Background: an optimization exercise with open tools, aiming at small area, a short achievable clock period and few clock cycles. Do not read the settings as production practice. Only simulation tests tie the RTL to the original design; equivalence was not proved. Power is estimated from default activity; no workload was simulated.

**flow/flow/run.sh**
```bash
#!/bin/bash
# The standard layout (the standard.sh, unchanged synthesis) with these
# optimiser settings changed; constraints and clock period are the design's:
#  - timing repair aims for a large setup margin (a period well below 13 ns)
#  - sizing may pick cells of any footprint
#  - ports are buffered with buf_4 cells
bash standard.sh SETUP_SLACK_MARGIN=9.15 MATCH_CELL_FOOTPRINT=0 \
	"BUFFER_PORTS_ARGS=-buffer_cell sky130_fd_sc_hd__buf_4" finish > standard.log 2>&1
```
**flow/standard.sh**
```bash
#!/bin/bash
# synth_recipe.tcl (not shown) runs the flow's synth.tcl, then flattens the netlist and writes it again
# the make line also repeats each setting of config.mk as NAME=value (left out here)
make -C /OpenROAD-flow-scripts/flow DESIGN_CONFIG=/design/flow/config.mk WORK_HOME=/design/flow/orfs CLKGATE_MAP_FILE= SYNTH_SCRIPT=/design/flow/synth_recipe.tcl "${@:-finish}"
```
**flow/config.mk**
```make
export PLATFORM = sky130hd
export DESIGN_NAME = lua_cpu
export DESIGN_NICKNAME = lua_cpu
export VERILOG_FILES = /design/flow/design.v
export SDC_FILE = /design/flow/constraint.sdc
export NUM_CORES = 4
export LEC_CHECK = 0
export ABC_CLOCK_PERIOD_IN_PS = 2000
export CAP_MARGIN = 20
export CORE_MARGIN = 2
export CORE_UTILIZATION = 45
export CTS_CLUSTER_DIAMETER = 100
export CTS_CLUSTER_SIZE = 28
export PLACE_DENSITY = 0.55
export SLEW_MARGIN = 20
```
**flow/constraint.sdc**
```tcl
create_clock -name core_clock -period 13.0 [get_ports {clk}]
set_input_delay 2.6000 -clock core_clock [delete_from_list [all_inputs] [get_ports {clk}]]
set_output_delay 2.6000 -clock core_clock [all_outputs]
set_load 0.01 [all_outputs]
```
**flow/design.v**
```verilog
package lua_cpu_pkg;
	typedef logic [32-1:0] word_t;
	typedef logic [5-1:0] reg_idx_t;
	typedef logic [5-1:0] ttag_t;
	typedef logic [6-1:0] opcode_t;
	typedef enum logic [1:0] {
		instr_in_progress = 2'd0,
		instr_done = 2'd1,
		instr_not_impl = 2'd3
	} instr_status_e;
	typedef enum logic [1:0] {
		src_instr = 2'd0,
		src_dumper = 2'd1,
		src_external = 2'd3
	} write_src_e;
	typedef enum logic [1:0] {
		cmd_run = 2'd0,
		cmd_load_reg = 2'd1,
		cmd_load_type = 2'd2,
		cmd_load_base = 2'd3
	} cmd_e;
	typedef enum logic [3:0] {
		ex_idle = 4'd0,
		ex_fetch_pc = 4'd1,
		ex_fetch_instr = 4'd2,
		ex_exec_instr = 4'd3,
		ex_store_pc = 4'd4,
		ex_store_regs = 4'd5,
		ex_load_reg = 4'd6,
		ex_load_type = 4'd7,
		ex_load_base = 4'd8,
		ex_finish = 4'd15
	} ex_state_e;
	typedef enum logic [1:0] {
		dp_idle = 2'd0,
		dp_value = 2'd1,
		dp_type = 2'd2,
		dp_end = 2'd3
	} dump_phase_e;
endpackage
`timescale 1ns/1ps
module lua_cpu (
	input logic clk,
	input logic rst,
	input logic start,
	input lua_cpu_pkg::cmd_e n,
	input lua_cpu_pkg::word_t dataa,
	input lua_cpu_pkg::word_t datab,
	output logic done,
	output lua_cpu_pkg::word_t result,
	output lua_cpu_pkg::word_t mem_address,
	output lua_cpu_pkg::word_t mem_writedata,
	output logic mem_read,
	output logic mem_write,
	input lua_cpu_pkg::word_t mem_readdata,
	input logic mem_waitrequest
);
	localparam logic [2:0] S_IDLE = 3'd0;
	localparam logic [2:0] S_RPC = 3'd1;	 
	localparam logic [2:0] S_FETCH = 3'd2;	 
	localparam logic [2:0] S_DUMP = 3'd3;	 
	localparam logic [2:0] S_DUMPT = 3'd4;	 
	logic [2:0] st;
	logic rd, wr;	 
	logic req;	 
	logic [31:0] addr, wdata, ir;
	logic [4:0] tl;
	logic ex;	 
	logic [4:0] widx, ridx;
	logic wen_v, wen_t;
	logic [31:0] ldv_data;
	logic [4:0] ldt_data;
	logic [31:0] base;
	logic [31:0] V [32];
	logic [4:0] T [32];
	logic [31:0] val, dirty;
	logic any_dirty;
	assign mem_read = rd;
	assign mem_write = wr;
	assign mem_address = addr;
	assign mem_writedata = wdata;
	assign result = ir;
	logic acc;
	assign acc = req && !mem_waitrequest;
	logic in_move, move_acc;
	assign in_move = (mem_readdata[6-1:0] == 6'd0);
	assign move_acc = (st == S_FETCH) && acc && in_move;
	logic ld_val, ld_type;
	assign ld_val = start && (n == lua_cpu_pkg::cmd_load_reg);
	assign ld_type = start && (n == lua_cpu_pkg::cmd_load_type);
	logic [7:0] lo_ofs;
	logic lo_nb;	 
	logic slot_hit;
	always_comb begin
		logic [23:0] x, y;
		{lo_nb, lo_ofs} = {1'b0, dataa[7:0]} + {1'b0, ~base[7:0]} + 9'd1;
		x = dataa[31:8];
		y = ~base[31:8];
		slot_hit = ((x[0] ^ y[0]) == lo_nb);
		for (int i = 1; i < 24; i++)
			slot_hit = slot_hit & ((x[i] ^ y[i]) == (x[i-1] | y[i-1]));
	end
	logic [4:0] jnext;
	logic [31:0] jnext_oh;
	logic anynext;
	always_comb begin : ffs
		logic [31:0] d_eff;
		logic seen;
		for (int i = 0; i < 32; i++)
			d_eff[i] = dirty[i] | (ex && widx == 5'(i));
		seen = 1'b0;
		for (int i = 0; i < 32; i++) begin
			jnext_oh[i] = d_eff[i] && !seen;
			seen = seen | d_eff[i];
		end
		for (int k = 0; k < 5; k++) begin
			jnext[k] = 1'b0;
			for (int i = 0; i < 32; i++)
				if (i[k]) jnext[k] = jnext[k] | jnext_oh[i];
		end
		anynext = seen;
	end
	logic [31:0] rsel;
	logic [31:0] val_next;
	always_comb
		for (int i = 0; i < 32; i++)
			val_next[i] = val[i] | (widx == 5'(i) && (wen_v || wen_t));
	always_ff @(posedge clk) begin
		any_dirty <= anynext;
		ridx <= jnext;
		for (int i = 0; i < 32; i++)
			rsel[i] <= !(ld_val || ld_type) && val_next[i] &&
				(move_acc ? (mem_readdata[18:14] == 5'(i)) : jnext_oh[i]);
		widx <= move_acc ? mem_readdata[10:6] : lo_ofs[7:3];
		ldv_data <= ld_val ? datab : 32'd0;
		ldt_data <= ld_type ? datab[4:0] : 5'd0;
	end
	always_ff @(posedge clk or posedge rst) begin
		if (rst) begin
			ex <= 1'b0;
			wen_v <= 1'b0;
			wen_t <= 1'b0;
			base <= '0;
		end else begin
			ex <= move_acc;
			wen_v <= move_acc || (ld_val && slot_hit);
			wen_t <= move_acc || (ld_type && slot_hit);
			if (start && (n == lua_cpu_pkg::cmd_load_base))
				base <= dataa;
		end
	end
	logic [31:0] rdv;
	logic [4:0] rdt;
	always_comb begin
		rdv = '0;
		rdt = '0;
		for (int i = 0; i < 32; i++) begin
			rdv = rdv | (V[i] & {32{rsel[i]}});
			rdt = rdt | (T[i] & {5{rsel[i]}});
		end
	end
	logic [31:0] wdv;
	logic [4:0] wdt;
	assign wdv = rdv | ldv_data;
	assign wdt = rdt | ldt_data;
	always_ff @(posedge clk) begin
		for (int i = 0; i < 32; i++) begin
			if (widx == 5'(i) && (wen_v || (wen_t && !val[i]))) V[i] <= wdv;
			if (widx == 5'(i) && (wen_t || (wen_v && !val[i]))) T[i] <= wdt;
		end
	end
	always_ff @(posedge clk or posedge rst) begin
		if (rst)
			val <= '0;
		else
			val <= val_next;
	end
	always_ff @(posedge clk) begin
		for (int i = 0; i < 32; i++) begin
			if (start)
				dirty[i] <= 1'b0;
			else if (ex && widx == 5'(i))
				dirty[i] <= 1'b1;
			else if ((st == S_DUMP) && acc && ridx == 5'(i))
				dirty[i] <= 1'b0;
		end
	end
	always_ff @(posedge clk or posedge rst) begin
		if (rst) begin
			st <= S_IDLE;
			rd <= 1'b0;
			wr <= 1'b0;
			req <= 1'b0;
			done <= 1'b0;
		end else begin
			done <= 1'b0;
			case (st)
				S_IDLE: begin
					if (start) begin
						if (n == lua_cpu_pkg::cmd_run) begin
							rd <= 1'b1;
							req <= 1'b1;
							st <= S_RPC;
						end else
							done <= 1'b1;
					end
				end
				S_RPC: if (acc) st <= S_FETCH;
				S_FETCH: begin
					if (acc && !in_move) begin
						rd <= 1'b0;
						wr <= 1'b1;
						st <= S_DUMP;
					end
				end
				S_DUMP: begin
					if (acc) begin
						if (any_dirty)
							st <= S_DUMPT;
						else begin
							wr <= 1'b0;
							req <= 1'b0;
							done <= 1'b1;
							st <= S_IDLE;
						end
					end
				end
				S_DUMPT: if (acc) st <= S_DUMP;
				default: st <= S_IDLE;
			endcase
		end
	end
	logic [31:0] ci20;
	always_comb begin : savedpc_addr
		logic [5:0] lo;
		logic [26:0] hi, hi1;
		lo = {1'b0, dataa[4:0]} + 6'd20;
		hi = dataa[31:5];
		hi1 = dataa[31:5] + 27'd1;
		ci20 = {lo[5] ? hi1 : hi, lo[4:0]};
	end
	always_ff @(posedge clk) begin
		case (st)
			S_IDLE: begin
				addr <= ci20;
			end
			S_RPC: if (acc) addr <= mem_readdata;
			S_FETCH: begin
				if (acc) begin
					ir <= mem_readdata;
					wdata <= addr + 32'd4;
					if (in_move) begin
						addr <= addr + 32'd4;
					end else begin
						addr <= ci20;
					end
				end
			end
			S_DUMP: begin
				if (acc) begin
					addr <= base + {ridx, 3'b000};
					wdata <= rdv;
					tl <= rdt;
				end
			end
			S_DUMPT: begin
				if (acc) begin
					addr <= addr + 32'd4;
					wdata <= {27'd0, tl};
				end
			end
			default: ;
		endcase
	end
endmodule
```
==> run notes, run 1 <==
Die area: 129300 um2
GPL Wtd Cong: 0.8704
Yosys warns: 3
Final Cell Area: 63680 um2
RR Endpoint: V[17][16]
#FFs+latches synth: 1471
Die W: 359.5 um
Sequential share of the synthesized area: 75.04%
Sw Share: 25.97%
NetSw: 0.002352 W
Peak VDD IR: 138.7 uV
Global-route wire length before repair: 283.7 mm
Hold Path Depth: 2
Worst r2r src: widx[4]
Crit path largest cell delay: 490 ps
Slew Viols, Final: 0
Top delay family on crit path: flip-flops
Core area: 125600 um2
Startpoint types: flip-flop
Buf+Inv Stages, Crit Path: 1
Library cells used by synthesis: 76
Pre-antenna DRT Iters: 6
DRT iter0 DRCs: 5509
Arr. time, crit path: 1400 ps
Clock latency (worst-skew pair): 750 ps
EDFF count, synth: 1285
RSZ-0062 raised after global routing: yes
Reg2Reg Depth: 5
Setup ws final: 8995 ps
Post-Syn Instances: 3719
Final Net Count: 4048
Hold Path Class: reg -> reg
Vias in the first global route: 34.93k
Sequential Power Share: 60.5%
WL final: 207.4 mm
Comb power frac: 13.0%
Final Hold Viols: 0
Pin slew with the least headroom to its limit: 1109 ps
Synth Net Count: 3860
Commonest non-fill, non-tap cells in the layout: edfxtp_1, a22oi_1, buf_4, nand2_1, a21oi_1
Max Cap Violations: 0
Final setup viols: 0
Slowest-stage cell, CP: edfxtp_1
Crit Path Category: reg -> out
PwrDens: 142.2 nW/um2
Clock transition at path regs: 110 ps
Worst Clk Skew: 34.22 ps
Endpoint type of the worst setup path: output port
Worst Hold End: dirty[24]
Root buf cell: clkbuf_16
Chip height: 359.5 um
Site Rows: 130
Drt via density: 6.558
CTS buffer count: 60
CTS H-tree lvls: 2
Req. time, crit path: 10400 ps
Fmax: 249.7 MHz
Drt drc: 0
Layout cell share with drive strength beyond 1: 15.33%
IO Port Bufs: 200
Pleak: 21.03 nW
Grt ovf: 0
Clock tree from TritonCTS: built
Sink Count: 1471
Placed cell area: 61030 um2
Initial antenna violation count: 7
Period minus WS final: 4005 ps
Routed len/inst: 36.96 um
Crit-path cells: buf_6
Flop2flop setup slack: 9340 ps
Most common flop cell mapped by yosys: edfxtp_1
Syn Area/Cell: 15.29 um2
Clock network fraction of design power: 26.5%
Synth-to-layout area growth: 11.96%
Setup TNS: 0 ps
Initial Util: 45.30%
Total Routing Usage GR: 31.44%
CP Max Fanout: 4
Post-Syn Area: 56880 um2
Asr flop ratio synth: 5.031%
Slew HR: 25.88%
Final Util: 50.71%
Min-delay src: dirty[24]
Largest net degree at the start of global routing: 53
Final period util: 30.81%
I/O pin count: 201
Vias: 36.81k
Most common cell after layout, fill and taps aside: edfxtp_1
Longest Clk Path Bufs: 3
Status: complete, no violations
# hold bufs at CTS: 0
Detail Route Antenna Nets: 0
Pint: 0.006705 W
DP Wirelength: 112.1 mm
Worst slack, placed: 7262 ps
==> how the worst max path moves through the flow <==
stage / startpoint / end / slack [ps] / cells past startpoint
after floorplan: mem_waitrequest / rsel[30] / 8580 / 10
after global placement: mem_waitrequest / rsel[12] / 7370 / 9
after detailed placement: mem_waitrequest / rsel[30] / 7260 / 9
after CTS: addr[6] / mem_address[6] / 8940 / 1
after global routing: addr[6] / mem_address[6] / 8950 / 1
final: addr[6] / mem_address[6] / 9000 / 1
==> metrics by stage <==
stage	hold slack [ps]	total power, W	cells
6_report	495.8	0.009058	5613
5_1_grt	520.3	0.009302	5610
4_1_cts	493.9	0.009025	5591
3_5_place_dp	480.3	0.006570	5442
3_3_place_gp	464.5	0.006562	5442
2_1_floorplan	442.1	0.006079	3719
==> timing repair <==
item	CTS	global route
endpoints found under the setup margin	141	142
pin swaps	5	12
gates resized for setup	86	28
gates cloned	1	0
setup buffers	34	18
==> state kept, by name, summed over array words and instances, names as in the netlist, 3 cells and up <==
register and flops:
ldv_data 32, base 32, val 32, ldt_data 5
dirty 32, V 1024, rsel 32, T 160
tl 5, ridx 5, st 3, addr 32
wdata 32, ir 32, widx 5
==> power groups by stage <==
stage,logic [W],clock network (W),registers (W)
3_3_place_gp,0.000976,0,0.00559
4_1_cts,0.00114,0.00242,0.00547
2_1_floorplan,0.000539,0,0.00554
6_report,0.00118,0.00240,0.00548
5_1_grt,0.00125,0.00256,0.00549
3_5_place_dp,0.000983,0,0.00559
==> per-layer routing <==
metal  GRT usage, %  part of all wire, %  wire, um  up-vias
met5              0                    0         0        -
met4          9.178                  3.4      6955        0
met3          4.096                  8.9     18410      256
met2          50.84                   47     98490     1942
met1          44.71                   40     83600    19450
li1               -                    -         -    15170
==> cells in the mapped netlist (21+ instances only) <==
cell | n | area [um2]
a22oi_1 | 469 | 3521
dfxtp_1 | 112 | 2242
ha_1 | 38 | 475.5
inv_1 | 60 | 225.2
nand2b_1 | 49 | 306.5
a22o_1 | 75 | 656.9
dfrtp_1 | 74 | 1852
clkbuf_1 | 148 | 555.5
xor2_1 | 45 | 394.1
or2_2 | 39 | 244.0
xnor2_1 | 60 | 525.5
a21oi_1 | 158 | 790.8
or4_1 | 40 | 300.3
edfxtp_1 | 1285 | 38590
buf_1 | 56 | 210.2
a221oi_1 | 76 | 665.6
and2_1 | 46 | 287.8
nand3_1 | 115 | 575.6
o22ai_1 | 21 | 131.4
o21ai_0 | 123 | 615.6
nand4_1 | 103 | 644.4
nor2_1 | 76 | 285.3
nor3b_1 | 37 | 277.8
nand2_1 | 192 | 720.7
==> worst reg2reg max path, cell delays in order (launching register included) <==
cell and delay, ps:
dfxtp_1 640, nor2b_1 930, nor3b_1 540, nand2_1 240, a21oi_4 150, buf_4 710
==> cell families after synthesis <==
group | share of synthesized area, %
AO/OA/AOI/OAI | 12.56
XOR/XNOR | 1.617
adder cells (fa/ha/maj) | 0.8711
buffers and inverters | 1.830
flip-flops | 75.04
multiplexers | 0.2156
AND/OR/NAND/NOR | 7.866
==> final cells by class <==
type / count / area (um2)
tap: 1650 / 2064
clock buffer: 100 / 1652
clock inverter: 14 / 152.6
fill: 10630 / 61890
sequential: 1471 / 42720
multi-input combinational: 1975 / 13910
timing repair buffer: 339 / 2940
inverter: 60 / 234.0
antenna: 4 / 10.01
Testbench counts, summed over its fixed seeds: cycles 44,547.
==> run 2: changes to the inputs <==
--- a/flow/design.v
+++ b/flow/design.v
@@ -69,6 +69,5 @@
 	logic [4:0] widx, ridx;
 	logic wen_v, wen_t;
-	logic [31:0] ldv_data;
-	logic [4:0] ldt_data;
+	logic ldv, ldt;	 
 	logic [31:0] base;
 	logic [31:0] V [32];
@@ -133,6 +132,4 @@
 				(move_acc ? (mem_readdata[18:14] == 5'(i)) : jnext_oh[i]);
 		widx <= move_acc ? mem_readdata[10:6] : lo_ofs[7:3];
-		ldv_data <= ld_val ? datab : 32'd0;
-		ldt_data <= ld_type ? datab[4:0] : 5'd0;
 	end
 	always_ff @(posedge clk or posedge rst) begin
@@ -141,7 +138,11 @@
 			wen_v <= 1'b0;
 			wen_t <= 1'b0;
+			ldv <= 1'b0;
+			ldt <= 1'b0;
 			base <= '0;
 		end else begin
 			ex <= move_acc;
+			ldv <= ld_val;
+			ldt <= ld_type;
 			wen_v <= move_acc || (ld_val && slot_hit);
 			wen_t <= move_acc || (ld_type && slot_hit);
@@ -162,6 +163,6 @@
 	logic [31:0] wdv;
 	logic [4:0] wdt;
-	assign wdv = rdv | ldv_data;
-	assign wdt = rdt | ldt_data;
+	assign wdv = rdv | (ir & {32{ldv}});
+	assign wdt = rdt | (ir[4:0] & {5{ldt}});
 	always_ff @(posedge clk) begin
 		for (int i = 0; i < 32; i++) begin
@@ -244,4 +245,5 @@
 			S_IDLE: begin
 				addr <= ci20;
+				ir <= datab;	 
 			end
 			S_RPC: if (acc) addr <= mem_readdata;
==> flow/flow/run.sh (replaced) <==
#!/bin/bash
# The standard layout (the standard.sh, unchanged synthesis) with these
# optimiser settings changed; constraints and clock period are the design's:
#  - timing repair aims for a large setup margin (a period well below 13 ns)
#  - sizing may pick cells of any footprint
#  - ports are buffered with buf_2 cells
bash standard.sh SETUP_SLACK_MARGIN=9 MATCH_CELL_FOOTPRINT=0 \
	"BUFFER_PORTS_ARGS=-buffer_cell sky130_fd_sc_hd__buf_2" finish > standard.log 2>&1
--- a/flow/config.mk
+++ b/flow/config.mk
@@ -9,7 +9,7 @@
 export CAP_MARGIN = 20
 export CORE_MARGIN = 2
-export CORE_UTILIZATION = 45
+export CORE_UTILIZATION = 55
 export CTS_CLUSTER_DIAMETER = 100
-export CTS_CLUSTER_SIZE = 28
-export PLACE_DENSITY = 0.55
+export CTS_CLUSTER_SIZE = 26
+export PLACE_DENSITY = 0.65
 export SLEW_MARGIN = 20
==> run 2 against run 1 <==
  * Sequential share of layout area grew 0.70 points
  * Fmax shrank 0.65%
  * Area after synthesis shrank 0.72%
  * Wire length shrank 5.0%
  * Global-route usage grew 5.1 points
  * Largest power group unchanged
  * Highest routed layer is now met5
==> run notes, run 2 <==
Initial antenna violation count: 5
Post-Syn Area: 56470 um2
Initial Util: 55.50%
Synth Net Count: 3818
EDFF count, synth: 1285
Chip height: 324.4 um
Sink Count: 1436
Fmax: 248.1 MHz
Post-Syn Instances: 3677
Pin slew with the least headroom to its limit: 1121 ps
Die area: 105300 um2
Site Rows: 117
Final Net Count: 4026
Endpoint type of the worst setup path: output port
Pre-antenna DRT Iters: 5
I/O pin count: 201
Setup ws final: 8969 ps
WL final: 197.1 mm
Synth top area share: 68.33%
Max reg flops: 1024
Sequential share of the synthesized area: 74.36%
Final period util: 31.01%
DP Wirelength: 106.9 mm
Die W: 324.4 um
Slew Viols, Final: 0
Most flop-heavy register: V
CTS buffer count: 61
Vias in the first global route: 35.06k
Clock transition at path regs: 110 ps
Most common cell in the synthesized netlist: edfxtp_1
PwrDens: 129.5 nW/um2
Largest net degree at the start of global routing: 71
Total Routing Usage GR: 36.59%
Worst Clk Skew: 37.12 ps
Final Util: 60.94%
Setup TNS: 0 ps
Arr. time, crit path: 1430 ps
#FFs+latches synth: 1436
DRT iter0 DRCs: 6590
Longest Clk Path Bufs: 3
Clock tree from TritonCTS: built
Yosys warns: 3
Layout fillers: 7680
Drt via density: 7.105
Worst slack, placed: 7952 ps
# hold bufs at CTS: 0
Clock latency (worst-skew pair): 750 ps
Global-route wire length before repair: 270.1 mm
Hold Path Class: reg -> reg
CP Max Fanout: 2
Core area: 101700 um2
Routed len/inst: 37.35 um
Reg area: 42030 um2
IO Port Bufs: 200
Status: complete, no violations
Synth-to-layout area growth: 9.798%
Root buf cell: clkbuf_16
CTS H-tree lvls: 2
Area leader, netlist: edfxtp_1
Pleak: 21.14 nW
RSZ-0062 raised after global routing: yes
Max Cap Violations: 0
Asr flop ratio synth: 5.292%
Layout cell share with drive strength beyond 1: 15.46%
Most common flop cell mapped by yosys: edfxtp_1
Final Hold Viols: 0
Grt ovf: 0
GPL Wtd Cong: 0.9241
Most common cell after layout, fill and taps aside: edfxtp_1
Syn Area/Cell: 15.36 um2
Commonest non-fill, non-tap cells in the layout: edfxtp_1, a22oi_1, buf_2, nand2_1, buf_4
Peak VDD IR: 118.8 uV
Area contributors post-synth: edfxtp_1, a22oi_1, dfrtp_1, dfxtp_1, a21oi_1
Drt drc: 0
Vias: 37.48k
Startpoint types: flip-flop
Req. time, crit path: 10400 ps
Footprint of the multi-input gates: 14150 um2
Biggest regs: V (1024), T (160)
Post-synth top cells: edfxtp_1, a22oi_1, nand2_1, a21oi_1, clkbuf_1
Slew HR: 25.29%
Crit Path Category: reg -> out
Library cells used by synthesis: 86
Final setup viols: 0
Period minus WS final: 4031 ps
Detail Route Antenna Nets: 0
[run 2: layout make-up]
class | instances | area share [%]
antenna | 1 | 0.004036
clock inverter | 6 | 0.1513
sequential | 1436 | 67.79
timing repair buffer | 350 | 3.542
tap | 1368 | 2.761
inverter | 56 | 0.3653
clock buffer | 79 | 2.571
multi-input combinational | 1980 | 22.82
[run 2: path summary, 6_finish.rpt]
kind | start | end | slack (ps) | depth (start not counted)
setup / recovery | ir[10] | result[10] | 8970 | 2
hold / removal | dirty[28] | dirty[28] | 500 | 2
setup reg to reg | rsel[17] | V[1][10] | 9480 | 6
hold reg to reg | dirty[28] | dirty[28] | 500 | 2
max in group asynchronous | rst | base[26] | 10130 | 4
min in group asynchronous | rst | val[19] | 1790 | 2
[run 2: per-stage QoR]
stage	area [um2]	hold slack [ps]	power [W]	std cells
detailed placement	59690	482.9	0.005812	5125
floorplan	56750	445.9	0.005598	3677
finish	62000	496.2	0.008028	5276
CTS	61790	499.1	0.007994	5261
global route	62000	524.3	0.008207	5275
global placement	59690	468.9	0.005802	5125
[run 2: kinds of logic (layout without fill, tap and decap cells)]
| group | after synthesis | in the layout | synth area share (%) |
|---|---|---|---|
| compound gates | 1035 | 1035 | 13.09 |
| xor+xnor | 110 | 110 | 1.706 |
| fa+ha+maj | 39 | 39 | 0.8774 |
| buf+inv | 262 | 491 | 1.812 |
| flops | 1436 | 1436 | 74.36 |
| mux | 44 | 44 | 0.8730 |
| other cells | 0 | 1 | 0 |
| simple gates | 751 | 752 | 7.285 |
[run 2: worst max-delay path, stage by stage, from the launching register on]
cell,delay [ps]
edfxtp_1,430
buf_12,160
buf_6,120
[run 2: report_power, final]
group	total (W)	leakage, nW	internal (W)	switching [W]
Combinational	0.000643	6.87	0.000220	0.000423
Clock	0.00229	0.815	0.000874	0.00141
Sequential	0.00510	13.5	0.00504	0.0000574
Total	0.00803	21.1	0.00613	0.00189
[run 2: per-layer routing]
metal  up-vias  GRT usage, %  share of wire, %
li1      15120             -                 -
met1     19190         50.91                37
met2      2701         55.86                45
met3       473         6.668                12
met4         4         18.40               6.2
met5         -             0             0.015
[run 2: repair_timing]
item / 4_1_cts / 5_1_grt
gates resized for setup: 3 / 13
buffers inserted: 51 / 9
gates cloned: 0 / 1
pin swaps: 0 / 2
endpoints found under the setup margin: 103 / 44
hold endpoints to repair: 0 / 0
Testbench counts of run 2, summed over its fixed seeds: cycles 44,547.
==> run 3: changes to the inputs <==
--- a/flow/config.mk
+++ b/flow/config.mk
@@ -9,7 +9,7 @@
 export CAP_MARGIN = 20
 export CORE_MARGIN = 2
-export CORE_UTILIZATION = 55
+export CORE_UTILIZATION = 50
 export CTS_CLUSTER_DIAMETER = 100
 export CTS_CLUSTER_SIZE = 26
-export PLACE_DENSITY = 0.65
+export PLACE_DENSITY = 0.6
 export SLEW_MARGIN = 20
==> run 3 against run 2 <==
  * First-iteration DRC count decreased by 9.2%
  * Final area rose by 0.36%
  * Worst setup slack improved by 23 ps
  * Highest routed layer is now met4
  * Wire length up 2.6%
  * Register-to-register slack lost 60 ps
  * Critical path depth did not move
  * Sequential cell count is the same
  * Worst hold slack worse by 0.82 ps
  * Global-route usage down 2.2 points
==> run notes, run 3 <==
Vias in the first global route: 35.13k
Most common cell after layout, fill and taps aside: edfxtp_1
Max Cap Violations: 0
Site Rows: 123
Most common cell in the synthesized netlist: edfxtp_1
Max reg flops: 1024
Crit Path Category: reg -> out
Worst slack, placed: 7914 ps
Routed len/inst: 37.46 um
Most common flop cell mapped by yosys: edfxtp_1
Top delay family on crit path: flip-flops
Final Hold Viols: 0
Global-route wire length before repair: 276.8 mm
Crit path largest cell delay: 430 ps
EDFF count, synth: 1285
Peak VDD IR: 118.0 uV
Library cells used by synthesis: 86
Setup ws final: 8993 ps
Setup TNS: 0 ps
Final setup viols: 0
Syn Area/Cell: 15.36 um2
I/O pin count: 201
Synth Net Count: 3818
Dpl cells: 5256
Die W: 340.1 um
Grt ovf: 0
Initial Util: 50.33%
Req. time, crit path: 10400 ps
Period minus WS final: 4007 ps
Hold Path Class: reg -> reg
Clock transition at path regs: 110 ps
Diode count: 0
WL final: 202.2 mm
Vias: 37.21k
Slew HR: 22.51%
Drt via density: 6.892
Yosys warns: 3
Final period util: 30.83%
Endpoint type of the worst setup path: output port
Clock latency (worst-skew pair): 700 ps
DP Wirelength: 110.3 mm
Crit-path cells: buf_12 -> buf_6
Root buf cell: clkbuf_16
Area contributors post-synth: edfxtp_1, a22oi_1, dfrtp_1, dfxtp_1, a21oi_1
Buf+Inv Stages, Crit Path: 2
Clock tree from TritonCTS: built
Core area: 112200 um2
Die area: 115600 um2
#FFs+latches synth: 1436
Sink Count: 1436
CTS H-tree lvls: 3
Startpoint types: flip-flop
Synth top area share: 68.33%
Status: complete, no violations
CTS buffer count: 66
Drt drc: 0
Pre-antenna DRT Iters: 6
Pleak: 21.16 nW
Post-Syn Area: 56470 um2
Worst Clk Skew: 44.90 ps
Slew Viols, Final: 0
Synth-to-layout area growth: 10.19%
Arr. time, crit path: 1410 ps
CP Max Fanout: 2
# hold bufs at CTS: 0
PwrDens: 131.2 nW/um2
Longest Clk Path Bufs: 3
Total power: 0.008166 W
Slowest-stage cell, CP: edfxtp_1
Largest net degree at the start of global routing: 56
RSZ-0062 raised after global routing: yes
Detail Route Antenna Nets: 0
IO Port Bufs: 200
Area leader, netlist: edfxtp_1
Final Net Count: 4012
Chip height: 340.1 um
Pin slew with the least headroom to its limit: 1162 ps
Final Non-Filler Cells: 5398
Post-Syn Instances: 3677
Layout cell share with drive strength beyond 1: 15.26%
Initial antenna violation count: 3
Sequential share of the synthesized area: 74.36%
Fmax: 249.5 MHz
Most flop-heavy register: V
Asr flop ratio synth: 5.292%
Post-synth top cells: edfxtp_1, a22oi_1, nand2_1, a21oi_1, clkbuf_1
Biggest regs: V (1024), T (160)
Total Routing Usage GR: 34.44%
GPL Wtd Cong: 0.9278
Commonest non-fill, non-tap cells in the layout: edfxtp_1, a22oi_1, buf_2, nand2_1, buf_4
DRT iter0 DRCs: 5983
-- run 3: changes by cell type in the layout (fill, tap and decap cells not counted), moves of 3 or more --
cell,change
inv_6,+4
buf_2,-3
clkbuf_16,+6
buf_4,-20
buf_6,+3
-- run 3: path summary, 6_finish.rpt --
kind                       startpoint   endpoint  slack [ps]  depth (start not counted)
max                             ir[2]  result[2]        8990                          2
min                         dirty[29]  dirty[29]         500                          2
max reg2reg                  rsel[18]    T[7][4]        9420                          6
min reg2reg                 dirty[29]  dirty[29]         500                          2
max in group asynchronous         rst   base[30]        9910                          4
min in group asynchronous         rst    val[18]        2070                          3
-- run 3: cell type report --
class / instances / area [um2]
tap: 1500 / 1877
clock inverter: 11 / 123.9
sequential: 1436 / 42030
clock buffer: 84 / 1750
inverter: 56 / 226.5
fill: 9032 / 49970
multi-input combinational: 1981 / 14150
timing repair buffer: 330 / 2062
-- run 3: cell families (layout without fill, tap and decap cells) --
logic type                 after synthesis  after routing  share of synthesized area, %
adders and majority gates               39             39                        0.8774
and+or+nand+nor                        751            752                         7.285
buffers and inverters                  262            481                         1.812
AOI/OAI and AO/OA                     1035           1036                         13.09
DFF                                   1436           1436                         74.36
xor gates and xnor gates               110            110                         1.706
muxes                                   44             44                        0.8730
-- run 3: worst min-delay path, delay by kind of cell, from the launching register on --
family / cells / cell delay (ps)
AO/OA/AOI/OAI: 2 / 130
flip-flops: 1 / 320
-- run 3: per-stage QoR --
step           util [%]  area, um2  hold slack [ps]
6_report          55.46      62230            495.4
5_1_grt           55.46      62230            516.8
4_1_cts           55.37      62120            486.8
3_5_place_dp      53.35      59850            470.7
3_3_place_gp      53.35      59850            465.9
2_1_floorplan         -      56750            445.9
-- run 3: where the power goes --
group,total (W),internal (W),switching (W)
registers,0.00511,0.00504,0.0000660
clock network,0.00243,0.000977,0.00145
logic,0.000630,0.000217,0.000413
-- run 3: routing by layer --
| metal | vias to the layer above | track usage [%] | part of all wire [%] |
|---|---|---|---|
| met5 | - | 0 | 0 |
| met4 | 0 | 14.22 | 4.8 |
| met3 | 361 | 6.496 | 11 |
| met2 | 2510 | 53.51 | 46 |
| met1 | 19250 | 48.08 | 38 |
| li1 | 15090 | - | - |
-- run 3: timing repair --
| item | 4_1_cts | 5_1_grt |
|---|---|---|
| pin swaps | 1 | 1 |
| setup buffers | 38 | 6 |
| cloned | 2 | 0 |
| endpoints found under the setup margin | 117 | 36 |
| gates resized for setup | 9 | 9 |

re-timing with driven ports:
Ports are ideal in the flow. The routed layouts listed here were re-timed in OpenROAD.
Step 1 assumes that a clkbuf_16 drives the clock port and a buf_2 every other input.
Step 2 adds t to the input delays and takes it off the output delays; t is the mean of the earliest and latest rising clock arrival at the registers after step 1. Input paths then give back, and output paths get back, about the clock's delay inside the block.
Slacks: no drivers / after step 1 / after step 2; pairs: no drivers / after step 1.
run | shift t [ns] | setup WS [ns] | clock arrival spread, ns
run 1 | 0.815 | 8.995 / 8.916 / 8.350 | 0.035 / 0.035
run 2 | 0.807 | 8.969 / 8.894 / 8.330 | 0.042 / 0.042
run 3 | 0.752 | 8.993 / 8.919 / 8.325 | 0.045 / 0.044
After both steps setup and hold are still met in every run listed. The setup slack of run 3, which loses most, moves by -0.074 ns with the drivers and by -0.668 ns with both steps.
